Background: an optimization exercise with open tools, aiming at small area, a short achievable clock period and few clock cycles. Do not read the settings as production practice.
Function was checked by simulation only, so behaviour that the tests miss may differ from the original.

File: design/flow/config.mk
export PLATFORM = sky130hd
export DESIGN_NAME = lottery_scheduler
export DESIGN_NICKNAME = lottery_scheduler
export VERILOG_FILES = /design/flow/design.v
export SDC_FILE = /design/flow/constraint.sdc
export NUM_CORES = 4
export LEC_CHECK = 0
export ABC_CLOCK_PERIOD_IN_PS = 5000
export CAP_MARGIN = 20
export CORE_MARGIN = 2
export CORE_UTILIZATION = 40
export SETUP_SLACK_MARGIN = 3.0
export SLEW_MARGIN = 20
File: design/flow/constraint.sdc
create_clock -name core_clock -period 8.0 [get_ports {clk_i}]
set_input_delay 1.6000 -clock core_clock [delete_from_list [all_inputs] [get_ports {clk_i}]]
set_output_delay 1.6000 -clock core_clock [all_outputs]
set_load 0.01 [all_outputs]
File: design/flow/design.v
package lsch_pkg;
  localparam int SlotCount    = 16;
  localparam int TicketBits   = 16;
  localparam int SlotIdxBits  = $clog2(SlotCount);
  localparam int TotalBits    = TicketBits + SlotIdxBits;
  localparam int RndBits      = 31;
  localparam int OutTotalBits = 20;
  localparam logic [TicketBits-1:0]   TicketMax   = '1;
  localparam logic [OutTotalBits-1:0] OutTotalMax = '1;
  localparam logic [2:0] OpAssign  = 3'd0;
  localparam logic [2:0] OpReady   = 3'd1;
  localparam logic [2:0] OpMove    = 3'd2;
  localparam logic [2:0] OpRelease = 3'd3;
  localparam logic [2:0] OpDraw    = 3'd4;
  typedef logic [TicketBits-1:0]  ticket_t;
  typedef logic [TotalBits-1:0]   total_t;
  typedef logic [SlotIdxBits-1:0] slot_idx_t;
  typedef struct packed {
    logic [2:0]         operation;
    logic [3:0]         slot;
    logic [3:0]         other_slot;
    logic [15:0]        ticket_count;
    logic               is_ready;
    logic [RndBits-1:0] random_value;
  } req_t;
  typedef struct packed {
    logic                    found;
    logic [3:0]              winner_slot;
    logic [15:0]             moved;
    logic [OutTotalBits-1:0] total_ready;
  } res_t;
  function automatic logic [OutTotalBits-1:0] sat_total(input total_t t);
    sat_total = t;
  endfunction
endpackage
module lsch_ram #(
  parameter int Depth = 16,
  parameter int Width = 16
) (
  input  logic                     clk_i,
  input  logic                     we_i,
  input  logic [$clog2(Depth)-1:0] waddr_i,
  input  logic [Width-1:0]         wdata_i,
  input  logic [$clog2(Depth)-1:0] raddr_i,
  output logic [Width-1:0]         rdata_o
);
  logic [Width-1:0] mem [Depth];
  always_ff @(posedge clk_i) begin
    if (we_i) begin
      mem[waddr_i] <= wdata_i;
    end
  end
  always_ff @(posedge clk_i) begin
    rdata_o <= mem[raddr_i];
  end
endmodule
module lsch_mod (
  input  logic                         clk_i,
  input  logic                         rst_ni,
  input  logic                         start_i,
  input  logic [lsch_pkg::RndBits-1:0] dividend_i,
  input  lsch_pkg::total_t             divisor_i,
  output logic                         done_o,
  output lsch_pkg::total_t             rem_o
);
  localparam int CntBits = $clog2(lsch_pkg::RndBits);
  logic                         busy_q, done_q;
  logic [CntBits-1:0]           cnt_q;
  logic [lsch_pkg::RndBits-1:0] dvd_q;
  lsch_pkg::total_t             div_q, rem_q;
  logic [lsch_pkg::TotalBits:0] trial, div_ext;
  logic                         ge;
  logic [lsch_pkg::TotalBits:0] trial_sub;
  assign trial   = {rem_q, dvd_q[lsch_pkg::RndBits-1]};
  assign div_ext = {1'b0, div_q};
  assign ge      = trial >= div_ext;
  assign trial_sub = trial - div_ext;
  always_ff @(posedge clk_i or negedge rst_ni) begin
    if (!rst_ni) begin
      busy_q <= 1'b0;
      done_q <= 1'b0;
      cnt_q  <= '0;
    end else begin
      done_q <= 1'b0;
      if (start_i) begin
        busy_q <= 1'b1;
        cnt_q  <= 5'd30;
      end else if (busy_q) begin
        cnt_q <= cnt_q - 1'b1;
        if (cnt_q == '0) begin
          busy_q <= 1'b0;
          done_q <= 1'b1;
        end
      end
    end
  end
  always_ff @(posedge clk_i) begin
    if (start_i) begin
      dvd_q <= dividend_i;
      div_q <= divisor_i;
      rem_q <= '0;
    end else if (busy_q) begin
      dvd_q <= dvd_q << 1;
      rem_q <= ge ? trial_sub[lsch_pkg::TotalBits-1:0] : trial[lsch_pkg::TotalBits-1:0];
    end
  end
  assign done_o = done_q;
  assign rem_o  = rem_q;
endmodule
module lottery_scheduler (
  input  logic           clk_i,
  input  logic           rst_ni,
  input  logic           in_valid_i,
  output logic           in_stall_o,
  input  logic [58:0]    in_req_i,
  output logic           out_valid_o,
  input  logic           out_stall_i,
  output logic [40:0]    out_res_o
);
  lsch_pkg::req_t in_req;
  assign in_req = lsch_pkg::req_t'(in_req_i);
  typedef enum logic [2:0] {
    StIdle  = 3'd0,
    StExec  = 3'd1,
    StDiv   = 3'd2,
    StMv1   = 3'd3,
    StMv2   = 3'd4
  } state_e;
  logic [15:0] tix_q [16];
  logic [15:0] use_q, rdy_q;
  logic [19:0] total_q;
  state_e      state_q;
  logic [2:0]  op_q;
  logic [3:0]  s_q, d_q;
  logic [15:0] t_q;
  logic        isr_q;
  logic [30:0] rv_q;
  logic [1:0]  gsel_q;       
  logic [1:0]  lsel_q;       
  logic [19:0] rem_q;        
  logic [21:0] t3_q;         
  logic [3:0]  cnt_q;        
  logic [3:0]  dig_q;        
  logic        walk_q;       
  logic [1:0]  pn_q;         
  logic [19:0] wrem_q;       
  logic        out_valid_q;
  logic        res_found_q;
  logic [3:0]  res_win_q;
  logic [15:0] res_moved_q;
  logic [15:0] g [4];
  logic [3:0]  glive;
  always_comb begin
    for (int i = 0; i < 4; i++) g[i] = tix_q[{gsel_q, 2'(i)}];
    glive = 4'((use_q & rdy_q) >> {gsel_q, 2'd0});
  end
  logic [15:0] tp;
  assign tp = g[lsel_q];
  logic s_use, s_rdy, d_use, d_rdy;
  assign s_use = use_q[s_q];
  assign s_rdy = rdy_q[s_q];
  assign d_use = use_q[d_q];
  assign d_rdy = rdy_q[d_q];
  logic out_free;
  assign out_free = !out_valid_q || !out_stall_i;
  logic exec_noop;
  always_comb begin
    case (op_q)
      lsch_pkg::OpAssign:  exec_noop = 1'b0;
      lsch_pkg::OpReady:   exec_noop = !(s_use && (s_rdy != isr_q));
      lsch_pkg::OpMove:    exec_noop = !(s_use && d_use && (s_q != d_q));
      lsch_pkg::OpRelease: exec_noop = !s_use;
      lsch_pkg::OpDraw:    exec_noop = (total_q == 20'd0);
      default:             exec_noop = 1'b1;
    endcase
  end
  logic        silent;
  assign silent = (state_q == StExec) && walk_q && exec_noop && (pn_q != 2'd3);
  logic exec_multi, div_last, r_frees;
  assign exec_multi = ((op_q == lsch_pkg::OpMove) && s_use && d_use && (s_q != d_q)) ||
                      ((op_q == lsch_pkg::OpDraw) && (total_q != 20'd0));
  assign div_last   = (cnt_q[3:1] == 3'd0);
  always_comb begin
    case (state_q)
      StIdle:  r_frees = 1'b1;
      StExec:  r_frees = (!walk_q && (pn_q == 2'd0) && !exec_multi) || silent;
      StDiv:   r_frees = div_last && !walk_q && (pn_q == 2'd0);
      StMv2:   r_frees = 1'b1;
      default: r_frees = 1'b0;
    endcase
  end
  assign in_stall_o = !(out_free && r_frees);
  logic in_accept;
  assign in_accept  = in_valid_i && !in_stall_o;
  assign out_valid_o = out_valid_q;
  assign out_res_o   = {res_found_q, res_win_q, res_moved_q, total_q};
  logic        tchg;           
  logic        fast_ok;
  logic [3:0]  jj;
  logic [19:0] rem_init;
  logic [31:0] rv_ext, rv_src;
  assign rv_ext = {1'b0, rv_q};
  assign tchg   = ((state_q == StExec) &&
                   (((op_q == lsch_pkg::OpAssign) && s_use && s_rdy) ||
                    ((op_q == lsch_pkg::OpReady) && s_use && (s_rdy != isr_q)) ||
                    ((op_q == lsch_pkg::OpRelease) && s_use && s_rdy))) ||
                  (state_q == StMv2);
  assign fast_ok = !tchg && (total_q != 20'd0) && (in_req.operation == lsch_pkg::OpDraw);
  assign rv_src  = (state_q == StExec && op_q == lsch_pkg::OpDraw) ? rv_ext : {1'b0, in_req.random_value};
  always_comb begin
    jj = 4'd0;
    for (int b = 0; b < 20; b++) begin
      if (total_q[b]) jj = 4'((b + 1) >> 1);
    end
    rem_init = 20'(rv_src >> (6'd32 - {1'b0, jj, 1'b0}));
  end
  function automatic logic [3:0] dig_pair(input logic [31:0] v, input logic [3:0] i);
    logic [33:0] w;
    w = {v, 2'b00};
    dig_pair = w[{i, 1'b0} +: 4];
  endfunction
  function automatic logic [19:0] r4step(input logic [19:0] r, input logic [1:0] dg,
                                         input logic [19:0] t, input logic [21:0] t3);
    logic [21:0] xx;
    logic [22:0] e1, e2, e3;
    xx = {r, dg};
    e1 = {1'b0, xx} - {3'b0, t};
    e2 = {1'b0, xx} - {2'b0, t, 1'b0};
    e3 = {1'b0, xx} - {1'b0, t3};
    if (!e3[22])      r4step = e3[19:0];
    else if (!e2[22]) r4step = e2[19:0];
    else if (!e1[22]) r4step = e1[19:0];
    else              r4step = xx[19:0];
  endfunction
  logic [19:0] rem_a, rem_b, rem_fin;
  always_comb begin
    rem_a   = r4step(rem_q, dig_q[3:2], total_q, t3_q);
    rem_b   = r4step(rem_a, dig_q[1:0], total_q, t3_q);
    rem_fin = (cnt_q == 4'd0) ? rem_a : rem_b;
  end
  logic [21:0] nw0, nw1, nw2, nw3, r22;
  logic [21:0] sa, ca, sb, cb, sc, cc, ma, mb, mc;
  logic [21:0] e1, e2, e3, e4;
  always_comb begin
    r22 = {2'b0, wrem_q};
    nw0 = ~{6'd0, glive[0] ? g[0] : 16'd0};
    nw1 = ~{6'd0, glive[1] ? g[1] : 16'd0};
    nw2 = ~{6'd0, glive[2] ? g[2] : 16'd0};
    nw3 = ~{6'd0, glive[3] ? g[3] : 16'd0};
    ma = (r22 & nw0) | (r22 & nw1) | (nw0 & nw1);
    sa = r22 ^ nw0 ^ nw1;
    ca = {ma[20:0], 1'b1};
    mb = (sa & ca) | (sa & nw2) | (ca & nw2);
    sb = sa ^ ca ^ nw2;
    cb = {mb[20:0], 1'b1};
    mc = (sb & cb) | (sb & nw3) | (cb & nw3);
    sc = sb ^ cb ^ nw3;
    cc = {mc[20:0], 1'b1};
    e1 = r22 + nw0 + 22'd1;
    e2 = sa + ca + 22'd1;
    e3 = sb + cb + 22'd1;
    e4 = sc + cc + 22'd1;
  end
  logic [3:0] neg;
  assign neg = {e4[21], e3[21], e2[21], e1[21]};
  logic [16:0] mv_sum;
  assign mv_sum = {1'b0, tp} + {1'b0, t_q};
  state_e      state_d;
  logic [15:0] use_d, rdy_d;
  logic [19:0] total_d;
  logic [19:0] rem_d, wrem_d;
  logic [21:0] t3_d;
  logic [3:0]  cnt_d, dig_d;
  logic [1:0]  gsel_d, lsel_d;
  logic [15:0] t_d;
  logic        walk_d;
  logic        r_done;         
  logic        w_done;         
  logic        w_start;
  logic        rmoved;
  logic        p_out;          
  logic        tot_en, tot_sub, tot_mv;
  logic [19:0] tot_opnd;
  logic        tw_en;
  logic [3:0]  tw_addr;
  logic [15:0] tw_data;
  always_comb begin
    state_d  = state_q;
    use_d    = use_q;
    rdy_d    = rdy_q;
    total_d  = total_q;
    rem_d    = rem_q;
    wrem_d   = wrem_q;
    t3_d     = t3_q;
    cnt_d    = cnt_q;
    dig_d    = dig_q;
    gsel_d   = gsel_q;
    lsel_d   = lsel_q;
    t_d      = t_q;
    walk_d   = walk_q;
    r_done   = 1'b0;
    w_done   = 1'b0;
    w_start  = 1'b0;
    rmoved   = 1'b0;
    tw_en    = 1'b0;
    tw_addr  = s_q;
    tw_data  = t_q;
    tot_en   = 1'b0;
    tot_sub  = 1'b1;
    tot_mv   = 1'b0;
    if (walk_q && out_free) begin
      wrem_d = e4[19:0];               
      if (neg != 4'd0) begin
        w_done = 1'b1;
        walk_d = 1'b0;
        gsel_d = s_q[3:2];             
      end else begin
        gsel_d = gsel_q + 2'd1;
      end
    end
    case (state_q)
      StExec: begin
        if (silent) begin
          state_d = StIdle;
        end else if (!walk_q && (pn_q == 2'd0) && out_free) begin
          case (op_q)
            lsch_pkg::OpAssign: begin
              r_done = 1'b1;
              tot_en     = s_use && s_rdy;
              tw_en      = 1'b1;
              use_d[s_q] = 1'b1;
              rdy_d[s_q] = 1'b0;
            end
            lsch_pkg::OpReady: begin
              r_done = 1'b1;
              if (s_use && (s_rdy != isr_q)) begin
                rdy_d[s_q] = isr_q;
                tot_en     = 1'b1;
                tot_sub    = !isr_q;
              end
            end
            lsch_pkg::OpMove: begin
              if (s_use && d_use && (s_q != d_q)) begin
                t3_d    = {6'd0, tp};
                t_d     = (t_q < tp) ? t_q : tp;
                gsel_d  = d_q[3:2];
                lsel_d  = d_q[1:0];
                state_d = StMv1;
              end else begin
                r_done = 1'b1;
              end
            end
            lsch_pkg::OpRelease: begin
              r_done = 1'b1;
              if (s_use) begin
                tot_en     = s_rdy;
                use_d[s_q] = 1'b0;
                rdy_d[s_q] = 1'b0;
              end
            end
            lsch_pkg::OpDraw: begin
              if (total_q == 20'd0) begin
                r_done = 1'b1;
              end else begin
                t3_d    = {2'b0, total_q} + {1'b0, total_q, 1'b0};
                rem_d   = rem_init;
                cnt_d   = 4'd15 - jj;
                dig_d   = dig_pair(rv_src, 4'd15 - jj);
                state_d = StDiv;
              end
            end
            default: r_done = 1'b1;
          endcase
        end
      end
      StDiv: begin
        if (!div_last) begin
          rem_d = rem_b;
          cnt_d = cnt_q - 4'd2;
          dig_d = dig_pair(rv_ext, cnt_q - 4'd2);
        end else if (!walk_q && (pn_q == 2'd0)) begin
          w_start = 1'b1;
          wrem_d  = rem_fin;
          walk_d  = 1'b1;
          gsel_d  = 2'd0;
          state_d = StIdle;
        end
      end
      StMv1: begin
        if (out_free) begin
          tw_en   = 1'b1;
          tw_addr = d_q;
          tw_data = mv_sum[16] ? 16'hffff : mv_sum[15:0];
          t_d     = mv_sum[16] ? ~tp : t_q;
          state_d = StMv2;
        end
      end
      StMv2: begin
        if (out_free) begin
          tw_en   = 1'b1;
          tw_data = t3_q[15:0] - t_q;
          tot_mv  = 1'b1;
          tot_en  = s_rdy != d_rdy;
          tot_sub = s_rdy;
          r_done  = 1'b1;
          rmoved  = 1'b1;
        end
      end
      default: ;
    endcase
    if (r_done) state_d = StIdle;
    p_out = !walk_q && (pn_q != 2'd0) && out_free;
    tot_opnd = {4'd0, tot_mv ? t_q : tp};
    if (tot_en) total_d = total_q + (tot_sub ? ~tot_opnd : tot_opnd) + {19'd0, tot_sub};
    if (in_accept) begin
      lsel_d  = in_req.slot[1:0];
      state_d = StExec;
      if (!(walk_q && !w_done) && !w_start) gsel_d = in_req.slot[3:2];
      if (fast_ok) begin
        state_d = StDiv;
        rem_d   = rem_init;
        cnt_d   = 4'd15 - jj;
        dig_d   = dig_pair(rv_src, 4'd15 - jj);
        t3_d    = {2'b0, total_q} + {1'b0, total_q, 1'b0};
      end
    end
  end
  always_ff @(posedge clk_i or negedge rst_ni) begin
    if (!rst_ni) begin
      state_q     <= StIdle;
      use_q       <= '0;
      rdy_q       <= '0;
      total_q     <= '0;
      walk_q      <= 1'b0;
      pn_q        <= 2'd0;
      out_valid_q <= 1'b0;
    end else begin
      state_q <= state_d;
      use_q   <= use_d;
      rdy_q   <= rdy_d;
      total_q <= total_d;
      walk_q  <= walk_d;
      if (silent)     pn_q <= pn_q + 2'd1;
      else if (p_out) pn_q <= pn_q - 2'd1;
      if (out_free) out_valid_q <= r_done || w_done || p_out;
    end
  end
  always_ff @(posedge clk_i) begin
    if (out_free) begin            
      res_found_q <= w_done;
      res_win_q   <= w_done ? {gsel_q, neg[0] ? 2'd0 : neg[1] ? 2'd1 : neg[2] ? 2'd2 : 2'd3}
                            : 4'd0;
      res_moved_q <= rmoved ? t_q : 16'd0;
    end
    if (in_accept) begin
      op_q  <= in_req.operation;
      s_q   <= in_req.slot;
      d_q   <= in_req.other_slot;
      isr_q <= in_req.is_ready;
      rv_q  <= in_req.random_value;
    end
    t_q    <= in_accept ? in_req.ticket_count : t_d;
    gsel_q <= gsel_d;
    lsel_q <= lsel_d;
    rem_q  <= rem_d;
    wrem_q <= wrem_d;
    t3_q   <= t3_d;
    cnt_q  <= cnt_d;
    dig_q  <= dig_d;
    if (tw_en) tix_q[tw_addr] <= tw_data;
  end
endmodule
File: design/flow/run.sh
#!/bin/bash
# synth_recipe.tcl (not shown) runs the flow's synth.tcl, then flattens the netlist and writes it again
# the make line also repeats each setting of config.mk as NAME=value (left out here)
make -C /OpenROAD-flow-scripts/flow DESIGN_CONFIG=/design/flow/config.mk WORK_HOME=/design/flow/orfs CLKGATE_MAP_FILE= SYNTH_SCRIPT=/design/flow/synth_recipe.tcl finish
==> impl_results.md, run 1 <==
- Status: complete, no violations
- HP Start: t3_q[19]$_DFF_P_
- Core area: 89700 um2
- Crit path kind: reg -> reg
- Layout cell share with drive strength beyond 1: 0.244
- Sum Neg Setup Slack: 0 ps
- R2R Setup Slk: 2140 ps
- Worst R2R End: rem_q[3]$_DFF_P_
- Final Util: 0.508
- Post-synthesis sequential area ratio: 0.362
- CP Launch Type: flip-flop
- Rel. slew slack: 0.277
- Synth Instances: 3587
- Worst path max stage delay: 780 ps
- Clock Tree Buf Depth: 3
- Mapped Area: 36100 um2
- Die W: 305 um
- Number of global-route vias before repair: 29800
- Critical path fanouts, max: 8
- HP Class: reg -> reg
- Final min period: 5860 ps
- # port buffers: 105
- Number of enable flip-flop cells after synthesis: 338
- Clock slew at reported path FFs: 60 ps
- NumNets Final: 4400
- Area contributors post-synth: edfxtp_1 (28%), ha_1 (10%), mux4_2 (7.4%)
- Hold depth: 2
- Reg2reg start: total_q[0]$_DFFE_PN0P_
- Clk sinks: roughly 470
- First-pass GRT wire length: 189000 um
- Req. time, crit path: 8480 ps
- Cells after DPL: just under 5000
- Top cells by count, synth: edfxtp_1 (338), ha_1 (303), nand2_1 (287)
- TritonCTS clock tree: yes
- Die Y: roughly 300 um
- Crit path buffers/inverters: 5
- DRT Pass-1 Iters: 7
- CP Capture Type: flip-flop
- Area Growth Syn to Fin: 26.2%
- CP arrival: about 6300 ps
- Vias per cell: 6.07
- Most frequent cell after synthesis: edfxtp_1
- Final hold viol count: 0
- Initial drt markers: 3680
- Clk_skew: 29.4 ps
- Initial antenna violation count: 6
- # IOs: 106
- Warnings, synthesis: 2
- CP Cell Sequence: buf_6 -> ha_1 -> inv_1 -> fa_1 -> a211oi_2 -> o21a_1 -> o31a_1 -> buf_4 -> o21a_1 -> o211ai_1 -> nand3_1 -> o211ai_1 -> a21oi_1 -> nor2_1 -> ha_1 -> nor4_1 -> a21oi_4 -> buf_8 -> buf_4 -> a221oi_4 -> o221ai_1
- RePlAce Congestion: 0.988
- Max frequency: 171 MHz
- Clk latency of the worst-skew pair: 650 ps
- FF+latch count, synth: between 400 and 500
- Post-synth top area share: 0.281
- Largest net degree at the start of global routing: 60
- Htree depth: 2
- Inserted Clock Buffers: 52
- Worst slew pin tran: ~1100 ps
- Initial core utilization: 0.403
- Final Max Slew Viols: 0
- RSZ-0062 raised after global routing: true
- Top delay family on crit path: compound AO/OA/AOI/OAI gates
- Synth Flop Type: edfxtp_1
- Worst r2r path cells: 21
- Total grt overflow: 0
- Mean Syn Cell Area: between 10 and 15 um2
- WL final: 132000 um
- Finished Layout Cells: approximately 5200
- Row count: between 100 and 150
- DRT antenna net count: 0
- # DRC: 0
- GR Util All Layers: 0.268
- Vias: 31500
- DIE AREA: 92800 um2
- Period utilization: 0.732
- MaxCap Viol Count: 0
- Fill count: 7984
- Largest area contributor in the netlist: edfxtp_1
- Final setup viols: 0
- Clk root buf: clkbuf_16
- Ys async rst share: 0.126
- CP max-delay cell: nor4_1
- WHS Endpoint: t3_q[19]$_DFF_P_
- Synthesized net count: 4010
- Routed length per instance: about 25 um
- Yosys cell types: 92
- HPWL Detailed: 93700 um
==> sequential cells by signal (all words and copies together), names as in the netlist, 2 cells and up, named ones only <==
| name | flops |
|---|---|
| res_win_q | 4 |
| op_q | 3 |
| tix_q | 256 |
| rv_q | 31 |
| rem_q | 20 |
| state_q | 3 |
| t3_q | 22 |
| d_q | 4 |
| wrem_q | 20 |
| gsel_q | 2 |
| dig_q | 4 |
| res_moved_q | 16 |
| lsel_q | 2 |
| s_q | 4 |
| cnt_q | 4 |
| pn_q | 2 |
| t_q | 16 |
| rdy_q | 16 |
| total_q | 20 |
==> worst register-to-register path, delay by kind of cell (launching register included) <==
| kind | cells | cell delay [ps] |
|---|---|---|
| compound gates | 10 | 2470 |
| simple gates | 3 | 1070 |
| fa+ha+maj | 3 | 950 |
| flops | 1 | 410 |
| buf+inv | 5 | 810 |
==> through the flow <==
| step | hold WS (ps) | setup slack, ps | cell area [um2] |
|---|---|---|---|
| after floorplan | 425 | 2340 | 36700 |
| after global placement | 441 | 1130 | 39200 |
| after detailed placement | 453 | 1000 | 39200 |
| after CTS | 466 | 2150 | 43600 |
| after global routing | 498 | 1970 | 45600 |
| final | 468 | 2140 | 45600 |
==> kinds of logic after synthesis <==
kind of cell	share of synthesized area
mux	0.118
compound gates	0.180
simple gates	0.113
xor+xnor	0.0465
buf+inv	0.0440
fa+ha+maj	0.137
flops	0.362
==> timing repair <==
action                     CTS  global route
gates cloned                11             8
setup endpoints to repair  364           343
buffers inserted           156           103
pin swaps                  121           154
gates resized for setup    279           242
hold buffers                 0             0
==> cell type report <==
type	count	area, um2	share of cell area
Clock buffer	64	1410	0.0308
Sequential cell	469	13100	0.287
Antenna cell	1	2.50	0.0000549
Clock inverter	32	340	0.00746
Timing Repair Buffer	476	4500	0.0987
Multi-Input combinational cell	2712	23700	0.520
Inverter	264	1040	0.0228
Timing Repair inverter	2	13.8	0.000302
Tap cell	1176	1470	0.0323
==> how the worst max path moves through the flow <==
| stage | start | to | slack, ps | cells past startpoint |
|---|---|---|---|---|
| 6_report | total_q[0]$_DFFE_PN0P_ | rem_q[3]$_DFF_P_ | 2140 | 21 |
| 5_1_grt | total_q[1]$_DFFE_PN0P_ | wrem_q[9]$_DFF_P_ | 1970 | 31 |
| 4_1_cts | gsel_q[0]$_DFF_P_ | gsel_q[1]$_DFF_P_ | 2150 | 21 |
| 3_5_place_dp | total_q[19]$_DFFE_PN0P_ | wrem_q[15]$_DFF_P_ | 1000 | 23 |
| 3_3_place_gp | total_q[19]$_DFFE_PN0P_ | rem_q[3]$_DFF_P_ | 1130 | 23 |
| 2_1_floorplan | total_q[0]$_DFFE_PN0P_ | rem_q[3]$_DFF_P_ | 2340 | 28 |
==> metal layers <==
layer,vias up,GRT usage,share of wire
met5,-,0,0.00017
met4,4,0.110,0.046
met3,290,0.0357,0.082
met2,1544,0.426,0.46
met1,15500,0.368,0.42
li1,14200,-,-
==> layout by cell type, fill, tap and decap left out, types with 120 or more instances in the layout <==
cell / Yosys / final
buf_4: 3 / 281
nor2_1: 234 / 211
edfxtp_1: 338 / 338
inv_1: 260 / 240
mux2i_1: 129 / 120
o21ai_0: 235 / 166
nand2_1: 287 / 267
xnor2_1: 134 / 132
a21oi_1: 253 / 199
ha_1: 303 / 267
Testbench counts, summed over its fixed seeds: cycles 30,578.
==> inputs of run 2 (changes only) <==
--- a/design/flow/config.mk
+++ b/design/flow/config.mk
@@ -13 +13,2 @@
 export SLEW_MARGIN = 20
+export TNS_END_PERCENT = 5
==> impl_results.md, run 2 <==
- FF+latch count, synth: 469 (unchanged)
- Routed length per instance: 24.8 um (-2.4%)
- Synth Flop Type: edfxtp_1
- Simple-Gate Fraction of Synth Area: 0.113 (unchanged)
- Rel. slew slack: 0.277 (+0.000874)
- TritonCTS clock tree: yes
- DRT antenna net count: 0 (unchanged)
- Commonest non-fill, non-tap cell in the layout: edfxtp_1
- Sum Neg Setup Slack: 0 ps (unchanged)
- Number of enable flip-flop cells after synthesis: 338 (unchanged)
- Synth Instances: 3587 (unchanged)
- Final Max Slew Viols: 0 (unchanged)
- Most frequent cell after synthesis: edfxtp_1
- Cells after DPL: 4821 (unchanged)
- Initial drt markers: 3522 (-4.3%)
- Synthesized net count: 4010 (unchanged)
- Yosys cell types: 92 (unchanged)
- Period utilization: 0.731 (-0.00134)
- Largest area contributor in the netlist: edfxtp_1
- NumNets Final: 4323 (-1.8%)
- Clock slew at reported path FFs: 70 ps (about the same)
- Worst slew pin tran: 1080 ps (-1.31 ps)
- Htree depth: 2 (unchanged)
- Layout cell share with drive strength beyond 1: 0.208 (-0.0361)
- Fin worst setup slack: 2150 ps (+10.7 ps)
- CP Launch Type: flip-flop
- Vias per cell: 6.02 (-0.77%)
- Final hold viol count: 0 (unchanged)
- Inserted Clock Buffers: 51 (-1.9%)
- Compound-gate portion of the synthesized area: 0.180 (unchanged)
- # IOs: 106 (unchanged)
- Top flop regs: tix_q x256, rv_q x31, t3_q x22
- DRT Pass-1 Iters: 8 (+1)
- Synth Area in XOR/XNOR: 0.0465 (unchanged)
- Status: complete, no violations
- Initial core utilization: 0.403 (unchanged)
- Core area: 89700 um2 (unchanged)
- Hold_buf cts: 0 (unchanged)
- Synthesized-area fraction occupied by adder cells: 0.137 (unchanged)
- Finished Layout Cells: 5118 (-1.5%)
- # port buffers: 105 (unchanged)
- First-pass GRT wire length: 186000 um (-1.9%)
- Die Y: 305 um (unchanged)
- Final min period: 5850 ps (-10.7 ps)
- Clk sinks: 469 (unchanged)
- Area Growth Syn to Fin: 22.7%
- Warnings, synthesis: 2 (unchanged)
- Reg with most FFs: tix_q
- Ant. Diodes: 0 (-1)
- Final setup viols: 0 (unchanged)
- Mean Syn Cell Area: 10.1 um2 (unchanged)
- RePlAce Congestion: 1.00 (+1.4%)
- Largest family of logic cells by synthesized area: compound AO/OA/AOI/OAI gates
- Req. time, crit path: 8550 ps (+70 ps)
- Critical path fanouts, max: 8 (unchanged)
- Commonest cells after routing, fill and taps aside: edfxtp_1 (338), nand2_1 (274), ha_1 (268)
- Clk_skew: 45.0 ps (+15.6 ps)
- Highest metal used: met4
- DIE AREA: 92800 um2 (unchanged)
- HP Start: t3_q[18]$_DFF_P_
- HPWL Detailed: 92400 um (-1.4%)
- Met2 WL: 57400 um (-4.5%)
- WL final: 127000 um (-3.9%)
- # DRC: 0 (unchanged)
- Number of global-route vias before repair: 29200 (-2.0%)
- Post-synth top area share: 0.281 (unchanged)
- CP arrival: 6400 ps (+60 ps)
- Crit path kind: reg -> reg
- Largest register FFs: 256 (unchanged)
- Reg2reg start: gsel_q[0]$_DFF_P_
- Clk root buf: clkbuf_16
- Vias: 30800 (-2.3%)
- HP Class: reg -> reg
- Area contributors post-synth: edfxtp_1 (28%), ha_1 (10%), mux4_2 (7.4%)
- Ys async rst share: 0.126 (unchanged)
- Metal3 WL: 9870 um (-8.4%)
- Die W: 305 um (unchanged)
- M1 WL: 53500 um (-2.3%)
- Post-synthesis mux area share: 0.118 (unchanged)
- Largest net degree at the start of global routing: 60 (unchanged)
- Top cells by count, synth: edfxtp_1 (338), ha_1 (303), nand2_1 (287)
- Total grt overflow: 0 (unchanged)
- Max frequency: 171 MHz (+0.18%)
- Clk latency of the worst-skew pair: 650 ps (about the same)
- Clock Tree Buf Depth: 3 (unchanged)
- Initial antenna violation count: 0 (-6)
- MaxCap Viol Count: 0 (unchanged)
- CP Capture Type: flip-flop
- RSZ-0062 raised after global routing: true
- GR Util All Layers: 0.262 (-0.00559)
- Post-Place Worst Slack: 920 ps (-82.4 ps)
- Row count: 110 (unchanged)
- Mapped Area: 36100 um2 (unchanged)
- Post-synthesis sequential area ratio: 0.362 (unchanged)
- Crit path from: gsel_q[0]$_DFF_P_
## run 2: cell counts after synthesis
No cell type changed its count.
## run 2: path summary, 6_finish.rpt
path / end / slack [ps] / cells after the start
max: gsel_q[1]$_DFF_P_ / 2150 / 21
min: t3_q[18]$_DFF_P_ / 470 / 2
max reg2reg: gsel_q[1]$_DFF_P_ / 2150 / 21
min reg2reg: t3_q[18]$_DFF_P_ / 470 / 2
max in group asynchronous: total_q[19]$_DFFE_PN0P_ / 6180 / 2
min in group asynchronous: async pin / 1140 / 2
## run 2: logic make-up after synthesis
logic type | after synthesis
AOI/OAI and AO/OA | 1007
and+or+nand+nor | 871
DFF | 469
buffers and inverters | 412
adders and majority gates | 361
muxes | 275
xor gates and xnor gates | 192
## run 2: repair_timing
action,in CTS,in global routing
gates cloned,8,6
pin swaps,65,84
setup endpoints to repair,337,334
buffers inserted,101,87
resized for setup,166,190
## run 2: layer usage
metal | track usage | up-vias
met5 | 0 | -
li1 | - | 14000
met1 | 0.359 | 15200
met3 | 0.0371 | 290
met4 | 0.103 | 0
met2 | 0.419 | 1326
## run 2: final cells by class
cell class | instances | area (um2)
clock buffers | 61 | 1380
multi-input cells | 2712 | 23200
clock inverters | 34 | 424
flip-flops and latches | 469 | 13100
repair inverters | 1 | 8.76
inverters | 264 | 1050
well taps | 1176 | 1470
repair buffers | 401 | 3720
fillers | 8178 | 45400
## run 2: metrics by stage
step                instance area [um2]  hold WS, ps   util
floorplan                         36500          425      -
global placement                  39100          441  0.436
detailed placement                39100          450  0.436
CTS                               42600          462  0.475
global route                      44300          480  0.494
finish                            44300          471  0.494
## run 2: worst max-delay path, cell delays in order, from the launching register on
cell and delay [ps]:
dfxtp_4 490, buf_12 160, mux4_2 560, and2_4 190
fa_1 520, fa_1 460, fa_1 520, ha_2 190
inv_2 40, fa_2 340, a21o_1 170, a21oi_2 160
o21ai_1 80, a21oi_2 170, o21bai_2 90, a41o_1 230
o31a_1 280, o32a_1 220, o2111a_2 250, and2_4 190
o311a_1 320, o21ai_1 110
==> inputs of run 3 (changes only) <==
--- a/design/flow/config.mk
+++ b/design/flow/config.mk
@@ -7,4 +7,4 @@
 export LEC_CHECK = 0
-export ABC_CLOCK_PERIOD_IN_PS = 5000
-export CAP_MARGIN = 20
+export ABC_CLOCK_PERIOD_IN_PS = 4000
+export CAP_MARGIN = 10
 export CORE_MARGIN = 2
@@ -12,3 +12,3 @@
 export SETUP_SLACK_MARGIN = 3.0
-export SLEW_MARGIN = 20
+export SLEW_MARGIN = 10
 export TNS_END_PERCENT = 5
==> impl_results.md, run 3 <==
- Sequential Area: 13100 um2 (about the same)
- RePlAce Congestion: 1.00 (unchanged)
- DRT antenna net count: 0 (unchanged)
- Routed length per instance: 24.7 um (about the same)
- Ant. Diodes: 0 (unchanged)
- Clock slew at reported path FFs: 70 ps (about the same)
- Number of enable flip-flop cells after synthesis: 338 (unchanged)
- Ys async rst share: 0.126 (unchanged)
- CP Cell Sequence: buf_8 -> mux4_2 -> and2_4 -> fa_1 -> fa_1 -> fa_1 -> ha_2 -> inv_2 -> fa_2 -> a21o_1 -> a21oi_2 -> o21ai_1 -> a21oi_2 -> o21bai_2 -> a41o_1 -> o31a_1 -> o32a_1 -> o2111a_2 -> and2_1 -> o311a_1 -> o21ai_1
- Crit path kind: reg -> reg
- # port buffers: 105 (unchanged)
- TritonCTS clock tree: yes
- Post-synthesis sequential area ratio: 0.362 (unchanged)
- Htree depth: 2 (unchanged)
- Top flop regs: tix_q x256, rv_q x31, t3_q x22
- HPWL Detailed: 92400 um (about the same)
- Initial drt markers: 3137 (-11%)
- MaxCap Viol Count: 0 (unchanged)
- Crit path from: gsel_q[0]$_DFF_P_
- Top delay family on crit path: compound AO/OA/AOI/OAI gates
- Total grt overflow: 0 (unchanged)
- Worst slew pin tran: 1180 ps (+93.1 ps)
- Crit path buffers/inverters: 2 (unchanged)
- CP max-delay cell: mux4_2
- Rel. slew slack: 0.212 (-0.0650)
- Final hold viol count: 0 (unchanged)
- Core area: 89700 um2 (unchanged)
- Die Y: 305 um (unchanged)
- Critical path fanouts, max: 7 (-1)
- # DRC: 0 (unchanged)
- Initial core utilization: 0.403 (unchanged)
- Warnings, synthesis: 2 (unchanged)
- CP Launch Type: flip-flop
- Period utilization: 0.727 (-0.00404)
- Clk sinks: 469 (unchanged)
- Status: complete, no violations
- Commonest cells after routing, fill and taps aside: edfxtp_1 (338), nand2_1 (276), ha_1 (266)
- Commonest non-fill, non-tap cell in the layout: edfxtp_1
- Clk root buf: clkbuf_16
- Reg with most FFs: tix_q
- RSZ-0062 raised after global routing: true
- Area Growth Syn to Fin: 22.1%
- Cells after DPL: 4821 (unchanged)
- Mean Syn Cell Area: 10.1 um2 (unchanged)
- Clock Tree Buf Depth: 3 (unchanged)
- Clk latency of the worst-skew pair: 640 ps (about the same)
- CP Capture Type: flip-flop
- DIE AREA: 92800 um2 (unchanged)
- Synth Instances: 3587 (unchanged)
- Layout cell share with drive strength beyond 1: 0.204 (-0.00323)
- NumNets Final: 4308 (-0.35%)
- Vias per cell: 6.02 (about the same)
- Mapped Area: 36100 um2 (unchanged)
- Final Max Slew Viols: 0 (unchanged)
- HP Class: reg -> reg
- Largest register FFs: 256 (unchanged)
- Row count: 110 (unchanged)
- Worst path max stage delay: 550 ps (about the same)
- WL final: 126000 um (-0.40%)
- GR Util All Layers: 0.263 (+0.000638)
- Number of global-route vias before repair: 29400 (+0.70%)
- Synthesized net count: 4010 (unchanged)
- Post-synth top area share: 0.281 (unchanged)
- CP arrival: 6380 ps (-20 ps)
- Max frequency: 172 MHz (+0.56%)
- Multi-input logic area: 23200 um2 (about the same)
- HP Start: t3_q[16]$_DFF_P_
- First-pass GRT wire length: 186000 um (+0.25%)
- Most frequent cell after synthesis: edfxtp_1
- Finished Layout Cells: 5102 (-0.31%)
- Synth Flop Type: edfxtp_1
- Top cells by count, synth: edfxtp_1 (338), ha_1 (303), nand2_1 (287)
- Die W: 305 um (unchanged)
- Vias: 30700 (-0.36%)
- Yosys cell types: 92 (unchanged)
- Clk_skew: 64.8 ps (+19.8 ps)
- Largest net degree at the start of global routing: 60 (unchanged)
- Final setup viols: 0 (unchanged)
- Area contributors post-synth: edfxtp_1 (28%), ha_1 (10%), mux4_2 (7.4%)
- Initial antenna violation count: 4 (+4)
- Req. time, crit path: 8560 ps (about the same)
- Inserted Clock Buffers: 50 (-2.0%)
- Fill count: 8174 (-0.049%)
- Sum Neg Setup Slack: 0 ps (unchanged)
- # IOs: 106 (unchanged)
- FF+latch count, synth: 469 (unchanged)
- Reg2reg start: gsel_q[0]$_DFF_P_
- Largest area contributor in the netlist: edfxtp_1
- Most frequent CP cell: fa_1
- DRT Pass-1 Iters: 5 (-3)
- Final min period: 5810 ps (-32.3 ps)
==> run 3: cell type report <==
type                    instances  share of cell area
inverters                     264              0.0236
flip-flops and latches        469               0.297
well taps                    1176              0.0333
clock inverters                32             0.00794
repair buffers                389              0.0817
clock buffers                  61              0.0309
repair inverters                1            0.000113
multi-input cells            2710               0.526
==> run 3: per-layer routing <==
metal  track usage  wire length (um)  up-vias
met3        0.0378             10100      315
met2         0.416             56100     1410
met1         0.358             53300    15000
met5             0                20        -
met4         0.116              6700        2
li1              -                 -    14000
==> run 3: worst reg2reg max path: cells and delay by family (launching register included) <==
family | cells | cell delay [ps]
AOI/OAI and AO/OA | 11 | 2160
adders and majority gates | 5 | 2030
muxes | 1 | 550
DFF | 1 | 450
and+or+nand+nor | 2 | 370
buffers and inverters | 2 | 190
==> run 3: per-stage QoR <==
step | setup slack (ps) | util | area [um2] | hold slack, ps
floorplan | 2340 | - | 36500 | 425
global route | 2030 | 0.492 | 44100 | 486
detailed placement | 941 | 0.436 | 39100 | 450
CTS | 2090 | 0.477 | 42800 | 463
finish | 2190 | 0.492 | 44100 | 463
global placement | 957 | 0.436 | 39100 | 441
==> run 3: final timing paths <==
kind	to	slack, ps	cells after the start
worst min register to register	t3_q[16]$_DFF_P_	460	2
worst max-delay path	gsel_q[1]$_DFF_P_	2190	21
worst min-delay path	t3_q[16]$_DFF_P_	460	2
min in group asynchronous	async pin	1130	2
max in group asynchronous	total_q[19]$_DFFE_PN0P_	6150	2
worst max register to register	gsel_q[1]$_DFF_P_	2190	21
==> run 3: what timing repair did <==
item | in CTS | in global routing
setup buffers | 125 | 53
endpoints found under the hold margin | 0 | 0
pin swaps | 81 | 87
resized for setup | 191 | 181
endpoints found under the setup margin | 337 | 334
cloned | 7 | 3
hold buffers | 0 | 0
==> run 3: cells by family (layout without fill, tap and decap cells) <==
family | Yosys count | count (layout) | synth area share
compound gates | 1007 | 1008 | 0.180
simple gates | 871 | 874 | 0.113
flops | 469 | 469 | 0.362
buf+inv | 412 | 747 | 0.0440
fa+ha+maj | 361 | 361 | 0.137
mux | 275 | 275 | 0.118
xor+xnor | 192 | 192 | 0.0465
==> inputs of run 4 (changes only) <==
--- a/design/flow/config.mk
+++ b/design/flow/config.mk
@@ -11,3 +11,3 @@
 export CORE_UTILIZATION = 40
-export SETUP_SLACK_MARGIN = 3.0
+export SETUP_SLACK_MARGIN = 3.5
 export SLEW_MARGIN = 10
==> impl_results.md, run 4 <==
- Top delay family on crit path: compound AO/OA/AOI/OAI gates
- Core area: 89700 um2 (unchanged)
- CP Cell Sequence: buf_8 -> mux4_2 -> and2_4 -> fa_1 -> fa_1 -> fa_1 -> ha_2 -> inv_2 -> fa_2 -> a21o_1 -> a21oi_2 -> o21ai_1 -> a21oi_2 -> o21bai_2 -> a41o_1 -> o31a_1 -> o32a_1 -> o2111a_2 -> and2_4 -> o311a_1 -> o21ai_1
- # port buffers: 105 (unchanged)
- HPWL Detailed: 92400 um (unchanged)
- DIE AREA: 92800 um2 (unchanged)
- RSZ-0062 raised after global routing: true
- Area contributors post-synth: edfxtp_1 (28%), ha_1 (10%), mux4_2 (7.4%)
- Sum Neg Setup Slack: 0 ps (unchanged)
- Most frequent cell after synthesis: edfxtp_1
- Die W: 305 um (unchanged)
- Commonest cells after routing, fill and taps aside: edfxtp_1 (338), nand2_1 (274), ha_1 (265)
- Largest area contributor in the netlist: edfxtp_1
- Vias per cell: 6.02 (about the same)
- Final hold viol count: 0 (unchanged)
- NumNets Final: 4330 (+0.51%)
- # IOs: 106 (unchanged)
- Ys async rst share: 0.126 (unchanged)
- Yosys cell types: 92 (unchanged)
- Initial drt markers: 3294 (+5.0%)
- MaxCap Viol Count: 0 (unchanged)
- Top cells by count, synth: edfxtp_1 (338), ha_1 (303), nand2_1 (287)
- Worst path max stage delay: 560 ps (about the same)
- DRT Pass-1 Iters: 10 (+5)
- Req. time, crit path: 8560 ps (about the same)
- Final Util: 0.495 (+0.00339)
- Initial core utilization: 0.403 (unchanged)
- Layout cell share with drive strength beyond 1: 0.211 (+0.00697)
- Area Growth Syn to Fin: 23.0%
- Routed length per instance: 24.8 um (about the same)
- Clock slew at reported path FFs: 60 ps (about the same)
- Clk latency of the worst-skew pair: 640 ps (about the same)
- Inserted Clock Buffers: 50 (unchanged)
- CP Launch Type: flip-flop
- Placed inst area: 39100 um2 (unchanged)
- Commonest non-fill, non-tap cell in the layout: edfxtp_1
- WL final: 127000 um (+0.50%)
- Row count: 110 (unchanged)
- Crit path kind: reg -> reg
- Largest net degree at the start of global routing: 60 (unchanged)
- Clk root buf: clkbuf_16
- Crit path buffers/inverters: 2 (unchanged)
- Clock Tree Buf Depth: 3 (unchanged)
- Hold_buf cts: 0 (unchanged)
- Largest register FFs: 256 (unchanged)
- Design Area, Final: 44400 um2 (+0.69%)
- Number of enable flip-flop cells after synthesis: 338 (unchanged)
- Final setup viols: 0 (unchanged)
- RePlAce Congestion: 1.00 (unchanged)
- Final min period: 5820 ps (+9.69 ps)
- Post-synthesis sequential area ratio: 0.362 (unchanged)
- Worst slew pin tran: 1190 ps (+16.6 ps)
- Vias: 30800 (+0.44%)
- Final Max Slew Viols: 0 (unchanged)
- FF+latch count, synth: 469 (unchanged)
- Total grt overflow: 0 (unchanged)
- Post-synth top area share: 0.281 (unchanged)
- HP Class: reg -> reg
- Initial antenna violation count: 3 (-1)
- Synth Instances: 3587 (unchanged)
- Clk sinks: 469 (unchanged)
- CP Capture Type: flip-flop
- First-pass GRT wire length: 186000 um (+0.18%)
- Warnings, synthesis: 2 (unchanged)
- Synth Flop Type: edfxtp_1
- Most frequent CP cell: fa_1
- Number of global-route vias before repair: 29500 (+0.23%)
- Die Y: 305 um (unchanged)
- CP arrival: 6380 ps (about the same)
- Max frequency: 172 MHz (-0.17%)
- Mapped Area: 36100 um2 (unchanged)
- Status: complete, no violations
- Rel. slew slack: 0.201 (-0.0111)
- Mean Syn Cell Area: 10.1 um2 (unchanged)
- Ant. Diodes: 0 (unchanged)
- CP max-delay cell: mux4_2
- DRT antenna net count: 0 (unchanged)
- Critical path fanouts, max: 7 (unchanged)
- GR Util All Layers: 0.263 (+0.000499)
- Synthesized net count: 4010 (unchanged)
- Htree depth: 2 (unchanged)
- Hold_ws: 463 ps (-0.259 ps)
- Top flop regs: tix_q x256, rv_q x31, t3_q x22
- Clk_skew: 64.6 ps (-0.225 ps)
- Period utilization: 0.728 (+0.00121)
- TritonCTS clock tree: yes
- # DRC: 0 (unchanged)
- Reg with most FFs: tix_q
[run 4: cell types whose count changed in the layout (fill, tap and decap cells not counted), sizes merged]
| cell | before | now |
|---|---|---|
| clkbuf | 61 | 63 |
| clkinv | 24 | 26 |
| buf | 282 | 302 |
| inv | 253 | 252 |
| clkdlybuf4s50 | 104 | 103 |
[run 4: path summary, 6_finish.rpt]
check | from | end | cells after the start | slack [ps]
worst max-delay path | gsel_q[0]$_DFF_P_ | gsel_q[1]$_DFF_P_ | 21 | 2180
max in group asynchronous | rst_ni | total_q[19]$_DFFE_PN0P_ | 2 | 6140
min in group asynchronous | rst_ni | async pin | 2 | 1130
worst min-delay path | t3_q[16]$_DFF_P_ | t3_q[16]$_DFF_P_ | 2 | 460
worst min register to register | t3_q[16]$_DFF_P_ | t3_q[16]$_DFF_P_ | 2 | 460
worst max register to register | gsel_q[0]$_DFF_P_ | gsel_q[1]$_DFF_P_ | 21 | 2180
[run 4: cell families after synthesis]
logic type               synth area share
AO/OA/AOI/OAI                       0.180
buffers and inverters              0.0440
AND/OR/NAND/NOR                     0.113
multiplexers                        0.118
flip-flops                          0.362
adder cells (fa/ha/maj)             0.137
XOR/XNOR                           0.0465
[run 4: timing repair]
item,4_1_cts,5_1_grt
endpoints found under the setup margin,520,652
buffers inserted,128,71
gates cloned,7,4
pin swaps,88,115
resized for setup,209,196
[run 4: layer usage]
| metal | vias up | part of all wire | GRT usage |
|---|---|---|---|
| li1 | 14000 | - | - |
| met1 | 15100 | 0.42 | 0.359 |
| met2 | 1425 | 0.45 | 0.416 |
| met3 | 309 | 0.079 | 0.0378 |
| met4 | 2 | 0.053 | 0.117 |
| met5 | - | 0.00016 | 0 |
[run 4: worst min-delay path, stage by stage (launching register included)]
cell,delay [ps]
dfxtp_1,330
nand2_1,50
o21ai_0,60
[run 4: cell type report]
class                   instances  area [um2]
flip-flops and latches        469       13100
clock inverters                32         350
repair inverters                2        16.3
multi-input cells            2710       23200
fillers                      8131       45300
well taps                    1176        1470
repair buffers                410        3840
inverters                     264        1060
clock buffers                  61        1360
[run 4: through the flow]
step | instances | worst slack [ps]
after global placement | 4821 | 957
final | 5124 | 2180
after global routing | 5124 | 2010
after detailed placement | 4821 | 941
after CTS | 5049 | 2090
after floorplan | 3587 | 2340
==> inputs of run 5 (changes only) <==
--- a/design/flow/config.mk
+++ b/design/flow/config.mk
@@ -7,2 +7,3 @@
 export LEC_CHECK = 0
+export ABC_AREA = 1
 export ABC_CLOCK_PERIOD_IN_PS = 4000
==> impl_results.md, run 5 <==
- CP max-delay cell: edfxtp_1
- Top cells by count, synth: nand2_1 (1197), inv_1 (587), nand3_1 (425)
- Design Area, Final: 47800 um2 (+7.7%)
- Sum Neg Setup Slack: 0 ps (unchanged)
- Most frequent CP cell: nand2_1
- Yosys cell types: 74 (-20%)
- # DRC: 0 (unchanged)
- Ys async rst share: 0.126 (unchanged)
- Largest family of logic cells by synthesized area: simple AND/OR/NAND/NOR gates
- Vias per cell: 5.81 (-3.6%)
- Compound-gate portion of the synthesized area: 0.165 (-0.0155)
- Core area: 95300 um2 (+6.2%)
- MaxCap Viol Count: 0 (unchanged)
- Worst r2r path cells: 27 (+29%)
- Warnings, synthesis: 2 (unchanged)
- Synth Area in XOR/XNOR: 0.0359 (-0.0107)
- Req. time, crit path: 6400 ps (-2160 ps)
- Placed inst area: 41100 um2 (+5.0%)
- Post-synth top area share: 0.263 (-0.0178)
- Largest area contributor in the netlist: edfxtp_1
- Final Max Slew Viols: 0 (unchanged)
- Row count: 113 (+2.7%)
- CP arrival: 3640 ps (-2740 ps)
- First-pass GRT wire length: 247000 um (+33%)
- Top flop regs: tix_q x256, rv_q x31, t3_q x22
- Die Y: 315 um (+3.3%)
- Worst slew pin tran: 1230 ps (+33.3 ps)
- Simple-Gate Fraction of Synth Area: 0.247 (+0.134)
- Commonest cells after routing, fill and taps aside: nand2_1 (1130), inv_1 (526), nand3_1 (388)
- Worst path max stage delay: 650 ps (+90 ps)
- Hold depth: 2 (unchanged)
- Commonest non-fill, non-tap cell in the layout: nand2_1
- # IOs: 106 (unchanged)
- Htree depth: 2 (unchanged)
- Synth Instances: 5054 (+41%)
- Area contributors post-synth: edfxtp_1 (26%), nand2_1 (12%), ha_1 (9.8%)
- RePlAce Congestion: 1.02 (+1.5%)
- Final setup viols: 0 (unchanged)
- CP Capture Type: output port
- Clock slew at reported path FFs: 60 ps (about the same)
- Synth Flop Type: edfxtp_1
- Mapped Area: 38600 um2 (+6.8%)
- Crit path kind: reg -> out
- DRT Pass-1 Iters: 6 (-4)
- DRT antenna net count: 0 (unchanged)
- Post-synthesis mux area share: 0.00363 (-0.115)
- Final Util: 0.502 (+0.00697)
- Synthesized-area fraction occupied by adder cells: 0.128 (-0.00891)
- Clk root buf: clkbuf_16
- CP Cell Sequence: clkinv_1 -> nand3_1 -> nand3_1 -> nand3_1 -> nand2_1 -> nand3_1 -> nand2_1 -> nand4_1 -> nand3_2 -> nand2_1 -> nand2_1 -> nand2_2 -> nand2_1 -> clkdlybuf4s50_1
- Critical path fanouts, max: 11 (+4)
- Mean Syn Cell Area: 7.63 um2 (-24%)
- Area Growth Syn to Fin: 24.0%
- Initial antenna violation count: 2 (-1)
- Routed length per instance: 25.4 um (+2.6%)
- HP Class: reg -> reg
- Inserted Clock Buffers: 52 (+4.0%)
- Initial drt markers: 4513 (+37%)
- Rel. slew slack: 0.180 (-0.0212)
- Ant. Diodes: 0 (unchanged)
- Period utilization: 0.654 (-0.0736)
- NumNets Final: 5800 (+34%)
- GR Util All Layers: 0.337 (+0.0735)
- Status: complete, no violations
- Final hold viol count: 0 (unchanged)
- Clk sinks: 469 (unchanged)
- Synthesized net count: 5477 (+37%)
- Clk latency of the worst-skew pair: 650 ps (about the same)
- Number of enable flip-flop cells after synthesis: 338 (unchanged)
- # port buffers: 105 (unchanged)
- TritonCTS clock tree: yes
- FF+latch count, synth: 469 (unchanged)
- Clk_skew: 34.2 ps (-30.4 ps)
- Total grt overflow: 0 (unchanged)
- Reg with most FFs: tix_q
- Most frequent cell after synthesis: nand2_1
- Number of global-route vias before repair: 37000 (+26%)
- Largest net degree at the start of global routing: 61 (+1.7%)
- Clock Tree Buf Depth: 3 (unchanged)
- WL final: 170000 um (+34%)
- DIE AREA: 98900 um2 (+6.7%)
- Die W: 315 um (+3.3%)
- Layout cell share with drive strength beyond 1: 0.180 (-0.0313)
- Largest register FFs: 256 (unchanged)
- Vias: 38800 (+26%)
- CP Launch Type: flip-flop
- RSZ-0062 raised after global routing: true
- Final min period: 5240 ps (-589 ps)
- Hold_buf cts: 0 (unchanged)
- Max frequency: 191 MHz (+11%)
- Post-synthesis sequential area ratio: 0.339 (-0.0229)
- HPWL Detailed: 126000 um (+36%)
- Initial core utilization: 0.405 (+0.00212)
==> run 5: cell types whose count changed after synthesis, sizes merged, moves of 53 or more <==
cell | before | now
a21oi | 253 | 410
buf | 43 | 96
inv | 262 | 607
mux2i | 129 | 14
mux4 | 119 | 0
nand2 | 288 | 1207
nand3 | 81 | 432
nand4 | 17 | 76
nor2 | 237 | 355
o21ai | 240 | 328
xnor2 | 134 | 77
==> run 5: timing repair <==
item / 4_1_cts / 5_1_grt
pin swaps: 117 / 64
resized for setup: 529 / 123
endpoints found under the setup margin: 396 / 603
gates cloned: 18 / 1
endpoints found under the hold margin: 0 / 0
buffers inserted: 190 / 41
==> run 5: area by class of cell <==
| type | count | area, um2 |
|---|---|---|
| clock inverters | 34 | 334 |
| repair inverters | 5 | 46.3 |
| fillers | 9298 | 47400 |
| well taps | 1265 | 1580 |
| inverters | 614 | 2510 |
| multi-input cells | 3809 | 24800 |
| clock buffers | 61 | 1350 |
| repair buffers | 426 | 4080 |
| flip-flops and latches | 469 | 13100 |
==> run 5: path summary, 6_finish.rpt <==
check                                          endpoint  slack, ps         startpoint
max in group asynchronous                     async pin       6220             rst_ni
worst min register to register         t3_q[20]$_DFF_P_        480   t3_q[20]$_DFF_P_
worst max register to register       wrem_q[10]$_DFF_P_       2780  gsel_q[1]$_DFF_P_
worst min-delay path                   t3_q[20]$_DFF_P_        480   t3_q[20]$_DFF_P_
min in group asynchronous       total_q[11]$_DFFE_PN0P_       1130             rst_ni
worst max-delay path                         in_stall_o       2760   d_q[1]$_DFFE_PP_
==> run 5: cell families (layout without fill, tap and decap cells) <==
logic type | Yosys count | count (layout)
and+or+nand+nor | 2210 | 2214
AOI/OAI and AO/OA | 1063 | 1063
buffers and inverters | 780 | 1140
DFF | 469 | 469
adders and majority gates | 360 | 360
xor gates and xnor gates | 158 | 158
muxes | 14 | 14
==> run 5: routing by layer <==
layer  wire, um  track usage
met3      13500       0.0517
met5         14            0
met4      12600        0.202
met2      74500        0.526
met1      69200        0.441
==> run 5: metrics by stage <==
| stage | instances | hold WS, ps | setup WS, ps |
|---|---|---|---|
| floorplan | 5054 | 451 | 3040 |
| global placement | 6338 | 472 | 1750 |
| detailed placement | 6338 | 474 | 1590 |
| CTS | 6641 | 484 | 2820 |
| global route | 6683 | 520 | 2610 |
| finish | 6683 | 481 | 2760 |
==> run 5: critical path: cells and delay by family (launching register included) <==
family,cells,cell delay [ps]
buffers and inverters,2,970
flip-flops,1,650
AND/OR/NAND/NOR,12,1380
==> inputs of run 6 (changes only) <==
--- a/design/flow/config.mk
+++ b/design/flow/config.mk
@@ -12,3 +12,3 @@
 export CORE_UTILIZATION = 40
-export SETUP_SLACK_MARGIN = 3.5
+export SETUP_SLACK_MARGIN = 2.5
 export SLEW_MARGIN = 10
==> impl_results.md, run 6 <==
- HPWL Detailed: 121000 um (-4.4%)
- Crit path buffers/inverters: 2 (unchanged)
- Synthesized net count: 5477 (unchanged)
- Clk root buf: clkbuf_16
- GR Util All Layers: 0.306 (-0.0311)
- Final hold viol count: 0 (unchanged)
- Most frequent cell after synthesis: nand2_1
- CP arrival: 3820 ps (+180 ps)
- Worst slew pin tran: 1080 ps (-146 ps)
- Routed length per instance: 23.8 um (-6.3%)
- Max frequency: 184 MHz (-3.4%)
- Largest register FFs: 256 (unchanged)
- Hold_buf cts: 0 (unchanged)
- Clk sinks: 469 (unchanged)
- Core area: 95300 um2 (unchanged)
- Inserted Clock Buffers: 53 (+1.9%)
- DRT Pass-1 Iters: 8 (+2)
- Warnings, synthesis: 2 (unchanged)
- Crit path kind: reg -> out
- Clk_skew: 23.6 ps (-10.6 ps)
- Clk latency of the worst-skew pair: 630 ps (-20 ps)
- Clock Tree Buf Depth: 3 (unchanged)
- Final Util: 0.465 (-0.0371)
- MaxCap Viol Count: 0 (unchanged)
- Worst r2r path cells: 29 (+7.4%)
- RSZ-0062 raised after global routing: true
- Period utilization: 0.678 (+0.0232)
- Total grt overflow: 0 (unchanged)
- TritonCTS clock tree: yes
- # DRC: 0 (unchanged)
- Initial antenna violation count: 0 (-2)
- Area contributors post-synth: edfxtp_1 (26%), nand2_1 (12%), ha_1 (9.8%)
- Most frequent CP cell: nand2_1
- Mean Syn Cell Area: 7.63 um2 (unchanged)
- Mapped Area: 38600 um2 (unchanged)
- Finished Layout Cells: 6515 (-2.5%)
- CP Capture Type: output port
- Layout cell share with drive strength beyond 1: 0.0996 (-0.0803)
- Critical path fanouts, max: 9 (-2)
- Post-synth top area share: 0.263 (unchanged)
- Top cells by count, synth: nand2_1 (1197), inv_1 (587), nand3_1 (425)
- Number of global-route vias before repair: 35000 (-5.5%)
- Req. time, crit path: 6400 ps (about the same)
- Post-synthesis sequential area ratio: 0.339 (unchanged)
- Row count: 113 (unchanged)
- Ys async rst share: 0.126 (unchanged)
- HP Class: reg -> reg
- Die W: 315 um (unchanged)
- Cells after DPL: 6351 (+0.21%)
- Final setup viols: 0 (unchanged)
- Initial drt markers: 3964 (-12%)
- Hold depth: 2 (unchanged)
- RePlAce Congestion: 1.03 (+1.6%)
- WL final: 155000 um (-8.7%)
- # port buffers: 105 (unchanged)
- Synth Flop Type: edfxtp_1
- Post-Place Worst Slack: 1530 ps (-52.5 ps)
- Number of enable flip-flop cells after synthesis: 338 (unchanged)
- CP max-delay cell: edfxtp_1
- FF+latch count, synth: 469 (unchanged)
- Fin worst setup slack: 2580 ps (-185 ps)
- CP Launch Type: flip-flop
- Largest net degree at the start of global routing: 61 (unchanged)
- Final min period: 5420 ps (+185 ps)
- Final Max Slew Viols: 0 (unchanged)
- Initial core utilization: 0.405 (unchanged)
- Vias per cell: 5.74 (-1.2%)
- Commonest non-fill, non-tap cell in the layout: nand2_1
- DIE AREA: 98900 um2 (unchanged)
- CP Cell Sequence: clkinv_1 -> nand3_1 -> nand3_1 -> nand2_1 -> nand2_1 -> nand3_2 -> nand2_1 -> nand4_1 -> nand3_2 -> nand2_1 -> nand2_1 -> nand2_2 -> nand2_1 -> clkdlybuf4s50_1
- Ant. Diodes: 0 (unchanged)
- Htree depth: 2 (unchanged)
- Worst path max stage delay: 650 ps (about the same)
- Clock slew at reported path FFs: 60 ps (about the same)
- Commonest cells after routing, fill and taps aside: nand2_1 (1181), inv_1 (562), nand3_1 (412)
- Die Y: 315 um (unchanged)
- NumNets Final: 5628 (-3.0%)
- Status: complete, no violations
- Top delay family on crit path: simple AND/OR/NAND/NOR gates
- WP depth: 14 (unchanged)
- # IOs: 106 (unchanged)
- Sum Neg Setup Slack: 0 ps (unchanged)
- Rel. slew slack: 0.276 (+0.0956)
- DRT antenna net count: 0 (unchanged)
- Synth Instances: 5054 (unchanged)
- Area Growth Syn to Fin: 14.9%
- Reg with most FFs: tix_q
- First-pass GRT wire length: 226000 um (-8.6%)
- Top flop regs: tix_q x256, rv_q x31, t3_q x22
- Yosys cell types: 74 (unchanged)
- Largest area contributor in the netlist: edfxtp_1
- Vias: 37400 (-3.7%)
-- run 6: per-layer routing --
layer  share of wire  wire length, um  track usage
met5               0                0            0
met1            0.42            64400        0.406
met2            0.44            68900        0.482
met4           0.065            10100        0.169
met3           0.075            11600       0.0402
-- run 6: final cells by class --
class	instances	area (um2)
fill	9623	51000
multi-input combinational	3807	23100
sequential	469	13100
inverter	614	2440
timing repair buffer	258	2310
tap	1265	1580
clock buffer	69	1410
clock inverter	31	327
timing repair inverter	2	17.5
-- run 6: worst reg2reg max path, delay by kind of cell (launching register included) --
| kind | cells | cell delay, ps |
|---|---|---|
| buffers and inverters | 7 | 1210 |
| flip-flops | 1 | 490 |
| adder cells (fa/ha/maj) | 2 | 670 |
| AND/OR/NAND/NOR | 16 | 1950 |
| AO/OA/AOI/OAI | 4 | 1020 |
-- run 6: through the flow --
| step | area, um2 | hold WS [ps] |
|---|---|---|
| 2_1_floorplan | 38600 | 451 |
| 3_3_place_gp | 41100 | 469 |
| 3_5_place_dp | 41100 | 473 |
| 4_1_cts | 43200 | 482 |
| 5_1_grt | 44300 | 505 |
| 6_report | 44300 | 480 |
-- run 6: cell families (layout without fill, tap and decap cells) --
family                     count (synthesis)  in the layout  synth area share
and+or+nand+nor                         2210           2212             0.247
AOI/OAI and AO/OA                       1063           1063             0.165
buffers and inverters                    780            974            0.0828
DFF                                      469            469             0.339
adders and majority gates                360            360             0.128
xor gates and xnor gates                 158            158            0.0359
muxes                                     14             14           0.00363
-- run 6: final timing paths --
check                                        start                       to  slack, ps
max                               s_q[2]$_DFFE_PP_               in_stall_o       2580
min                               t3_q[16]$_DFF_P_         t3_q[16]$_DFF_P_        480
max reg2reg                total_q[16]$_DFFE_PN0P_        rem_q[13]$_DFF_P_       2600
min reg2reg                       t3_q[16]$_DFF_P_         t3_q[16]$_DFF_P_        480
max in group asynchronous                   rst_ni                async pin       6230
min in group asynchronous                   rst_ni  total_q[11]$_DFFE_PN0P_       1130
-- run 6: what timing repair did --
item / CTS / global route
resized for setup: 89 / 176
setup endpoints to repair: 165 / 307
setup buffers: 18 / 42
pin swaps: 5 / 20
gates cloned: 1 / 3

-- what the ideal ports hide --
The flow's constraints put no driver on any port. The routed layouts listed below were extracted and timed again, unchanged, in two steps. Step 1 sets driving cells, clkbuf_16 on the clock port and buf_2 on the other inputs (assumed; they add their load-dependent delay and slew). Step 2 also shifts input and output timing later by t, the mid clock arrival at the registers, as if the neighbouring blocks saw the same clock. Slacks: no drivers / after step 1 / after step 2; pairs: no drivers / after step 1.
| run | shift t [ns] | setup slack, ns | hold slack, ns | worst setup path at the end | pins driven straight from the clock port |
|---|---|---|---|---|---|
| run 1 | 0.695 | 2.142 / 2.142 / 2.142 | 0.468 / 0.468 / 0.468 | register to register | 1 |
| run 2 | 0.690 | 2.153 / 2.153 / 2.078 | 0.471 / 0.471 / 0.471 | input to register | 1 |
| run 3 | 0.675 | 2.185 / 2.160 / 1.705 | 0.463 / 0.463 / 0.463 | input to register | 1 |
| run 4 | 0.673 | 2.176 / 2.170 / 2.176 | 0.463 / 0.463 / 0.463 | register to register | 1 |
| run 5 | 0.704 | 2.764 / 2.692 / 2.299 | 0.481 / 0.481 / 0.481 | input to register | 1 |
| run 6 | 0.691 | 2.579 / 2.506 / 2.202 | 0.480 / 0.480 / 0.480 | input to register | 1 |
After both steps setup and hold are still met in every run listed. The setup slack of run 3, which loses most, moves by -0.025 ns with the drivers and by -0.480 ns with both steps.
